This design comes from an exercise in tuning for small area, a short achievable clock period and few clock cycles per item on the open sky130 flow, not from production work.
RTL that was checked went through simulation tests only; none was proved equivalent to the original.

== delta ==
==> flow/design.v <==
module proc_simd_sat_alu_pipe #(
   parameter int p_nbits       = 32,
   parameter int p_ov_set_wins = 1
) (
   input  logic               clk,
   input  logic               reset,
   input  logic               req_val,
   output logic               req_rdy,
   input  logic [3:0]         req_fn,
   input  logic [1:0]         req_ew,
   input  logic [p_nbits-1:0] req_in0,
   input  logic [p_nbits-1:0] req_in1,
   output logic               resp_val,
   input  logic               resp_rdy,
   output logic [p_nbits-1:0] resp_out,
   output logic               resp_sat,
   input  logic               ov_clr,
   output logic               ov_flag
);
   logic        s1_val;
   logic [3:0]  fn;
   logic [31:0] a, bx;    
   logic        m8, m16, sad;
   logic [4:0]  shx [4];       
   logic        nm8, nm16;      
   logic [3:0]  ga, pa, gs, ps;    
   logic [3:0]  gg, gp;            
   logic        cj13, cb2;     
   logic        sub;
   logic        d_sub, d_m8, d_m16, d_sad, d_right;
   assign d_sad   = (req_ew == 2'd3);
   assign d_m8    = (req_ew == 2'd0) || d_sad;
   assign d_m16   = (req_ew == 2'd1);
   assign d_sub   = d_sad || (!req_fn[3] && !(req_fn == 4'd0 || req_fn == 4'd2 || req_fn == 4'd4))
                 || (req_fn == 4'd8) || (req_fn == 4'd9) || (req_fn == 4'd10) || (req_fn == 4'd11);
   assign d_right = ((req_fn == 4'd13) || (req_fn == 4'd14)) && !d_sad;
   logic [3:0]  d_ga, d_pa, d_gs, d_ps;
   always_comb begin
      for (int i = 0; i < 4; i++) begin
         logic [8:0] sa, ss;
         logic [7:0] nb;
         nb      = ~req_in1[8*i +: 8];
         sa      = 9'(req_in0[8*i +: 8]) + 9'(req_in1[8*i +: 8]);
         ss      = 9'(req_in0[8*i +: 8]) + 9'(nb);
         d_ga[i] = sa[8];
         d_gs[i] = ss[8];
         d_pa[i] = &(req_in0[8*i +: 8] ^ req_in1[8*i +: 8]);
         d_ps[i] = (req_in0[8*i +: 8] == req_in1[8*i +: 8]);
      end
   end
   logic [31:0] d_a;
   logic [4:0]  d_shb [4];
   logic [4:0]  d_shx [4];
   always_comb begin
      for (int j = 0; j < 32; j++) d_a[j] = d_right ? req_in0[31-j] : req_in0[j];
      for (int i = 0; i < 4; i++) begin
         if (d_m8)       d_shb[i] = {2'b00, req_in1[8*i +: 3]};
         else if (d_m16) d_shb[i] = {1'b0, req_in1[16*(i/2) +: 4]};
         else            d_shb[i] = req_in1[4:0];
      end
      for (int i = 0; i < 4; i++) d_shx[i] = d_right ? d_shb[3-i] : d_shb[i];
   end
   logic [3:0] cy, cb;    
   assign gg = sub ? gs : ga;
   assign gp = sub ? ps : pa;
   always_comb begin
      cy[0] = sub;
      cb[0] = gg[0] | (gp[0] & cy[0]);
      cy[1] = cj13 ? cb[0] : sub;
      cb[1] = gg[1] | (gp[1] & cy[1]);
      cy[2] = cb2 ? sub : cb[1];
      cb[2] = gg[2] | (gp[2] & cy[2]);
      cy[3] = cj13 ? cb[2] : sub;
      cb[3] = gg[3] | (gp[3] & cy[3]);
   end
   logic [31:0] s;
   always_comb begin
      for (int i = 0; i < 4; i++) begin
         logic [8:0] bs;
         bs = {a[8*i +: 8], 1'b1} + {bx[8*i +: 8], cy[i]};
         s[8*i +: 8] = bs[8:1];
      end
   end
   logic [3:0] nb, ab, vb, sgnb;
   always_comb begin
      for (int i = 0; i < 4; i++) begin
         nb[i]   = s[8*i+7];
         ab[i]   = a[8*i+7];
         vb[i]   = s[8*i+7] ^ a[8*i+7] ^ bx[8*i+7] ^ cb[i];
      end
   end
   logic [3:0] cl, vl, nl, al;    
   always_comb begin
      for (int i = 0; i < 4; i++) begin
         int t;
         t = m8 ? i : (m16 ? (i | 1) : 3);
         cl[i] = cb[t];
         vl[i] = vb[t];
         nl[i] = nb[t];
         al[i] = ab[t];
      end
   end
   logic [3:0] ult, slt, sltb;
   always_comb for (int i = 0; i < 4; i++)
      sltb[i] = (a[8*i+7] == bx[8*i+7]) ? a[8*i+7] : ~cb[i];
   assign ult = ~cl;
   always_comb for (int i = 0; i < 4; i++)
      slt[i] = m8 ? sltb[i] : (m16 ? sltb[i | 1] : sltb[3]);
   logic [31:0] msb;
   always_comb begin
      for (int j = 0; j < 32; j++)
         msb[j] = m8 ? ((j % 8) == 7) : (m16 ? ((j % 16) == 15) : (j == 31));
   end
   logic [31:0] x, y;
   logic [3:0]  fill;
   logic [31:0] st [6];
   always_comb begin
      x = a;
      for (int i = 0; i < 4; i++)
         fill[i] = (fn == 4'd14) && (!nm8 ? a[8*i] : (!nm16 ? a[16*(i/2)] : a[0]));
      st[0] = x;
      for (int k = 0; k < 5; k++) begin
         for (int j = 0; j < 32; j++) begin
            int base;
            base = !nm8 ? (j / 8) * 8 : (!nm16 ? (j / 16) * 16 : 0);
            if (shx[j/8][k]) begin
               if (j - (1 << k) >= base) st[k+1][j] = st[k][j - (1 << k)];
               else                      st[k+1][j] = fill[j/8];
            end else
               st[k+1][j] = st[k][j];
         end
      end
      y = st[5];
   end
   logic [3:0] ovb, ovs;
   always_comb begin
      for (int i = 0; i < 4; i++) begin
         logic [1:0] d, hi;
         logic       any, part;
         d    = m8 ? 2'd0 : (m16 ? 2'(~i & 1) : 2'(3 - i));
         hi   = shx[i][4:3];
         any  = 1'b0;
         part = 1'b0;
         for (int q = 0; q < 8; q++) begin
            logic df;
            df  = a[8*i+q] ^ al[i];
            any = any | df;
            if (shx[i][2:0] >= 3'(7 - q)) part = part | df;
         end
         ovb[i] = (hi > d) ? any : ((hi == d) ? part : 1'b0);
      end
      for (int i = 0; i < 4; i++)
         ovs[i] = m8 ? ovb[i] : (m16 ? (ovb[i|1] | ovb[i & 2]) : (|ovb));
   end
   logic [7:0]  ad [4];
   logic [3:0]  bw;    
   logic [10:0] x1, y1, sv1, cv1;
   assign bw = ~cb;
   always_comb for (int i = 0; i < 4; i++) ad[i] = s[8*i +: 8] ^ {8{bw[i]}};
   assign x1  = 11'(ad[0] ^ ad[1] ^ ad[2]);
   assign y1  = 11'({(ad[0] & ad[1]) | (ad[0] & ad[2]) | (ad[1] & ad[2]), bw[0]});
   assign sv1 = x1 ^ y1 ^ 11'(ad[3]);
   assign cv1 = {(x1[9:0] & y1[9:0]) | (x1[9:0] & 10'(ad[3])) | (y1[9:0] & 10'(ad[3])), bw[1]};
   logic [3:0] e_s, e_a, e_b, e_y, e_yr, e_one, e_svm, e_svo, satb;
   always_comb begin
      for (int i = 0; i < 4; i++) begin
         logic e_sv;
         e_s[i]  = (fn == 4'd0) || (fn == 4'd1) || ((fn == 4'd2 || fn == 4'd3) && !vl[i])
                || (fn == 4'd4 && !cl[i]) || (fn == 4'd5 && cl[i]);
         e_one[i] = (fn == 4'd4 && cl[i]) || (fn == 4'd10 && slt[i]) || (fn == 4'd11 && ult[i]);
         e_sv    = ((fn == 4'd2 || fn == 4'd3) && vl[i]) || (fn == 4'd15 && ovs[i]);
         e_a[i]  = (fn == 4'd6 && !slt[i]) || (fn == 4'd7 && slt[i])
                || (fn == 4'd8 && !ult[i]) || (fn == 4'd9 && ult[i]);
         e_b[i]  = (fn == 4'd6 && slt[i]) || (fn == 4'd7 && !slt[i])
                || (fn == 4'd8 && ult[i]) || (fn == 4'd9 && !ult[i]);
         e_y[i]  = (fn == 4'd12) || (fn == 4'd15 && !ovs[i]);
         e_yr[i] = (fn == 4'd13) || (fn == 4'd14);
         e_svm[i] = e_one[i] || (e_sv && al[i]);
         e_svo[i] = e_one[i] || (e_sv && !al[i]);
         case (fn)
            4'd2, 4'd3: satb[i] = vl[i];
            4'd4:       satb[i] = cl[i];
            4'd5:       satb[i] = ~cl[i];
            4'd15:      satb[i] = ovs[i];
            default:    satb[i] = 1'b0;
         endcase
      end
   end
   logic [31:0] res;
   always_comb begin
      for (int j = 0; j < 32; j++) begin
         int i;
         i = j / 8;
         res[j] = (e_s[i] & s[j]) | (e_a[i] & a[j]) | (e_b[i] & ~bx[j]) | (e_y[i] & y[j])
                | (e_yr[i] & y[31-j]) | (msb[j] ? e_svm[i] : e_svo[i]);
      end
   end
   logic [31:0] s2_in;
   logic        s2_sat_in;
   assign s2_in     = sad ? {8'd0, bw[3], bw[2], cv1, sv1} : res;
   assign s2_sat_in = !sad && (|satb);
   logic        s2_val, s2_sat, s2_sad, s2_clr, s2_keep;    
   logic [31:0] s2_r;
   logic [31:0] acc, acc_g, sp_out, o_in;
   logic [21:0] acc_hi_run;    
   logic [10:0] x3, y3;
   logic [11:0] sad_lo;
   assign acc_g = {acc[31:10] & {22{s2_keep}}, s2_clr ? 10'd0 : acc[9:0]};
   always_comb begin
      acc_hi_run[0] = 1'b1;
      for (int k = 1; k < 22; k++) acc_hi_run[k] = acc_hi_run[k-1] & acc_g[9+k];
   end
   assign x3     = 11'(acc_g[9:0]) ^ s2_r[10:0] ^ s2_r[21:11];
   assign y3     = {(10'(acc_g[9:0]) & s2_r[9:0]) | (10'(acc_g[9:0]) & s2_r[20:11])
                    | (s2_r[9:0] & s2_r[20:11]), s2_r[22]};
   assign sad_lo = {x3, 1'b1} + {y3, s2_r[23]};
   assign sp_out = {acc_g[31:10] ^ ({22{sad_lo[11]}} & acc_hi_run), sad_lo[10:1]};
   assign o_in   = s2_sad ? sp_out : s2_r;
   logic        o_val, k_val;
   logic [31:0] o_out, k_out;
   logic        o_sat, k_sat;
   logic        take, mv2, s2_ld, ov_set;
   assign mv2      = s2_val && !k_val;           
   assign s2_ld    = !s2_val || !k_val;          
   logic        s1_val_n, s2_val_n, k_val_n, rdy_q;
   assign req_rdy  = rdy_q;
   assign s1_val_n = req_rdy ? req_val : s1_val;
   assign s2_val_n = s2_ld ? s1_val : s2_val;
   assign k_val_n  = k_val ? !resp_rdy : (mv2 && o_val && !resp_rdy);
   assign take     = o_val && resp_rdy;
   assign resp_val = o_val;
   assign resp_out = o_out;
   assign resp_sat = o_sat;
   assign ov_set   = take && o_sat;
   always_ff @(posedge clk) begin
      if (!reset) begin
         s1_val  <= 1'b0;
         s2_val  <= 1'b0;
         rdy_q   <= 1'b1;
         o_val   <= 1'b0;
         k_val   <= 1'b0;
         acc     <= '0;
         ov_flag <= 1'b0;
      end else begin
         s1_val <= s1_val_n;
         s2_val <= s2_val_n;
         k_val  <= k_val_n;
         rdy_q  <= !s1_val_n || !s2_val_n || !k_val_n;
         if (!o_val || resp_rdy) o_val <= k_val || mv2;
         if (mv2 && s2_sad) acc <= sp_out;
         if (ov_set && ov_clr) ov_flag <= (p_ov_set_wins != 0);
         else if (ov_set)      ov_flag <= 1'b1;
         else if (ov_clr)      ov_flag <= 1'b0;
      end
   end
   always_ff @(posedge clk) begin
      if (req_rdy) begin
         fn    <= req_fn;
         a     <= d_a;
         bx    <= req_in1 ^ {32{d_sub}};
         m8    <= d_m8;
         m16   <= d_m16;
         sad   <= d_sad;
         for (int i = 0; i < 4; i++) shx[i] <= d_shx[i];
         nm8   <= !d_m8;
         nm16  <= !d_m16;
         sub   <= d_sub;
         ga    <= d_ga;
         pa    <= d_pa;
         gs    <= d_gs;
         ps    <= d_ps;
         cj13  <= !d_m8;
         cb2   <= d_m8 | d_m16;
      end
      if (s2_ld) begin
         s2_r   <= s2_in;
         s2_sat <= s2_sat_in;
         s2_sad <= sad;
         s2_clr <= fn[0];
         s2_keep <= !fn[0];
      end
      if (!o_val || resp_rdy) begin
         o_out <= k_val ? k_out : o_in;
         o_sat <= k_val ? k_sat : s2_sat;
      end
      if (!k_val) begin
         k_out <= o_in;
         k_sat <= s2_sat;
      end
   end
endmodule
clock: 11.0 ns
lec_check: 0
abc_area: 1
cap_margin: 20
core_margin: 2
core_utilization: 55
cts_buf_list: sky130_fd_sc_hd__clkbuf_4 sky130_fd_sc_hd__clkbuf_8
cts_cluster_size: 30
slew_margin: 20
standard.sh (not shown) runs the stock make flow with config.mk's settings and CLKGATE_MAP_FILE= SYNTH_SCRIPT=/design/flow/synth_recipe.tcl, a recipe that flattens the netlist after the stock synthesis.
==> flow/flow/run.sh <==
#!/bin/bash
set -o pipefail
export SETUP_SLACK_MARGIN=8
export TNS_END_PERCENT=0
bash standard.sh finish > standard_flow.log 2>&1
Here is what was changed in the inputs of cedar compared with delta.
--- a/flow/design.v
+++ b/flow/design.v
@@ -20,35 +20,32 @@
    logic        s1_val;
    logic [3:0]  fn;
    logic [31:0] a, bx;    
    logic        m8, m16, sad;
    logic [4:0]  shx [4];       
    logic        nm8, nm16;      
-   logic [3:0]  ga, pa, gs, ps;    
-   logic [3:0]  gg, gp;            
-   logic        cj13, cb2;     
+   logic [3:0]  gg, gp;        
    logic        sub;
    logic        d_sub, d_m8, d_m16, d_sad, d_right;
    assign d_sad   = (req_ew == 2'd3);
    assign d_m8    = (req_ew == 2'd0) || d_sad;
    assign d_m16   = (req_ew == 2'd1);
    assign d_sub   = d_sad || (!req_fn[3] && !(req_fn == 4'd0 || req_fn == 4'd2 || req_fn == 4'd4))
                  || (req_fn == 4'd8) || (req_fn == 4'd9) || (req_fn == 4'd10) || (req_fn == 4'd11);
    assign d_right = ((req_fn == 4'd13) || (req_fn == 4'd14)) && !d_sad;
-   logic [3:0]  d_ga, d_pa, d_gs, d_ps;
-   always_comb begin
-      for (int i = 0; i < 4; i++) begin
-         logic [8:0] sa, ss;
+   logic [3:0]  d_g, d_p;
+   always_comb begin
+      for (int i = 0; i < 4; i++) begin
+         logic [8:0] ga, gs;
          logic [7:0] nb;
-         nb      = ~req_in1[8*i +: 8];
-         sa      = 9'(req_in0[8*i +: 8]) + 9'(req_in1[8*i +: 8]);
-         ss      = 9'(req_in0[8*i +: 8]) + 9'(nb);
-         d_ga[i] = sa[8];
-         d_gs[i] = ss[8];
-         d_pa[i] = &(req_in0[8*i +: 8] ^ req_in1[8*i +: 8]);
-         d_ps[i] = (req_in0[8*i +: 8] == req_in1[8*i +: 8]);
+         nb     = ~req_in1[8*i +: 8];
+         ga     = 9'(req_in0[8*i +: 8]) + 9'(req_in1[8*i +: 8]);
+         gs     = 9'(req_in0[8*i +: 8]) + 9'(nb);
+         d_g[i] = d_sub ? gs[8] : ga[8];
+         d_p[i] = d_sub ? (req_in0[8*i +: 8] == req_in1[8*i +: 8])
+                        : (&(req_in0[8*i +: 8] ^ req_in1[8*i +: 8]));
       end
    end
    logic [31:0] d_a;
    logic [4:0]  d_shb [4];
    logic [4:0]  d_shx [4];
    always_comb begin
@@ -58,22 +55,20 @@
          else if (d_m16) d_shb[i] = {1'b0, req_in1[16*(i/2) +: 4]};
          else            d_shb[i] = req_in1[4:0];
       end
       for (int i = 0; i < 4; i++) d_shx[i] = d_right ? d_shb[3-i] : d_shb[i];
    end
    logic [3:0] cy, cb;    
-   assign gg = sub ? gs : ga;
-   assign gp = sub ? ps : pa;
    always_comb begin
       cy[0] = sub;
       cb[0] = gg[0] | (gp[0] & cy[0]);
-      cy[1] = cj13 ? cb[0] : sub;
+      cy[1] = m8 ? sub : cb[0];
       cb[1] = gg[1] | (gp[1] & cy[1]);
-      cy[2] = cb2 ? sub : cb[1];
+      cy[2] = (m8 | m16) ? sub : cb[1];
       cb[2] = gg[2] | (gp[2] & cy[2]);
-      cy[3] = cj13 ? cb[2] : sub;
+      cy[3] = m8 ? sub : cb[2];
       cb[3] = gg[3] | (gp[3] & cy[3]);
    end
    logic [31:0] s;
    always_comb begin
       for (int i = 0; i < 4; i++) begin
          logic [8:0] bs;
@@ -196,19 +191,19 @@
       end
    end
    logic [31:0] s2_in;
    logic        s2_sat_in;
    assign s2_in     = sad ? {8'd0, bw[3], bw[2], cv1, sv1} : res;
    assign s2_sat_in = !sad && (|satb);
-   logic        s2_val, s2_sat, s2_sad, s2_clr, s2_keep;    
+   logic        s2_val, s2_sat, s2_sad, s2_clr;
    logic [31:0] s2_r;
    logic [31:0] acc, acc_g, sp_out, o_in;
    logic [21:0] acc_hi_run;    
    logic [10:0] x3, y3;
    logic [11:0] sad_lo;
-   assign acc_g = {acc[31:10] & {22{s2_keep}}, s2_clr ? 10'd0 : acc[9:0]};
+   assign acc_g = s2_clr ? 32'd0 : acc;
    always_comb begin
       acc_hi_run[0] = 1'b1;
       for (int k = 1; k < 22; k++) acc_hi_run[k] = acc_hi_run[k-1] & acc_g[9+k];
    end
    assign x3     = 11'(acc_g[9:0]) ^ s2_r[10:0] ^ s2_r[21:11];
    assign y3     = {(10'(acc_g[9:0]) & s2_r[9:0]) | (10'(acc_g[9:0]) & s2_r[20:11])
@@ -262,25 +257,20 @@
          m16   <= d_m16;
          sad   <= d_sad;
          for (int i = 0; i < 4; i++) shx[i] <= d_shx[i];
          nm8   <= !d_m8;
          nm16  <= !d_m16;
          sub   <= d_sub;
-         ga    <= d_ga;
-         pa    <= d_pa;
-         gs    <= d_gs;
-         ps    <= d_ps;
-         cj13  <= !d_m8;
-         cb2   <= d_m8 | d_m16;
+         gg    <= d_g;
+         gp    <= d_p;
       end
       if (s2_ld) begin
          s2_r   <= s2_in;
          s2_sat <= s2_sat_in;
          s2_sad <= sad;
          s2_clr <= fn[0];
-         s2_keep <= !fn[0];
       end
       if (!o_val || resp_rdy) begin
          o_out <= k_val ? k_out : o_in;
          o_sat <= k_val ? k_sat : s2_sat;
       end
       if (!k_val) begin
--- outcome ---
Taking delta as the reference, in cedar HPWL after detailed placement went down 2.6%, worst hold margin held, total number of sequential cells went down about 3.7%.
Count of clock-buffer cells in the layout ends up lower on cedar.
Summary of cedar over delta: fill cell instance count of the final layout decreased 118; area of the mapped netlist decreased about 3.6%; post-place setup slack increased 100 ps.
Testbench counts of cedar, summed over its fixed seeds: cycles 16,024, items 16,000.
No functional check of the RTL was part of delta.

==> what the ideal ports hide <==
In the flow no input, the clock included, has a driving cell. The finished layouts below were timed again as built, in two steps. Step 1 sets driving cells, clkbuf_16 on the clock port and buf_2 on the other inputs (assumed; they add their load-dependent delay and slew). Step 2 also shifts input and output timing later by t, the mid clock arrival at the registers, as if the neighbouring blocks saw the same clock. Three values: ideal ports, drivers, drivers and shift; two values: the first two.
run | t (ns) | slack for setup (ns) | worst hold slack (ns) | worst data-port slew with drivers (ns) | pins driven straight from the clock port
delta | 0.665 | 6.958 / 6.958 / 6.362 | 0.449 / 0.449 / 0.449 | 0.04 | 1
cedar | 0.657 | 7.088 / 7.116 / 6.458 | 0.448 / 0.448 / 0.448 | 0.05 | 1
After both steps every run listed still meets setup and hold. The setup slack of cedar, which loses most, moves by +0.028 ns with the drivers and by -0.630 ns with both steps.
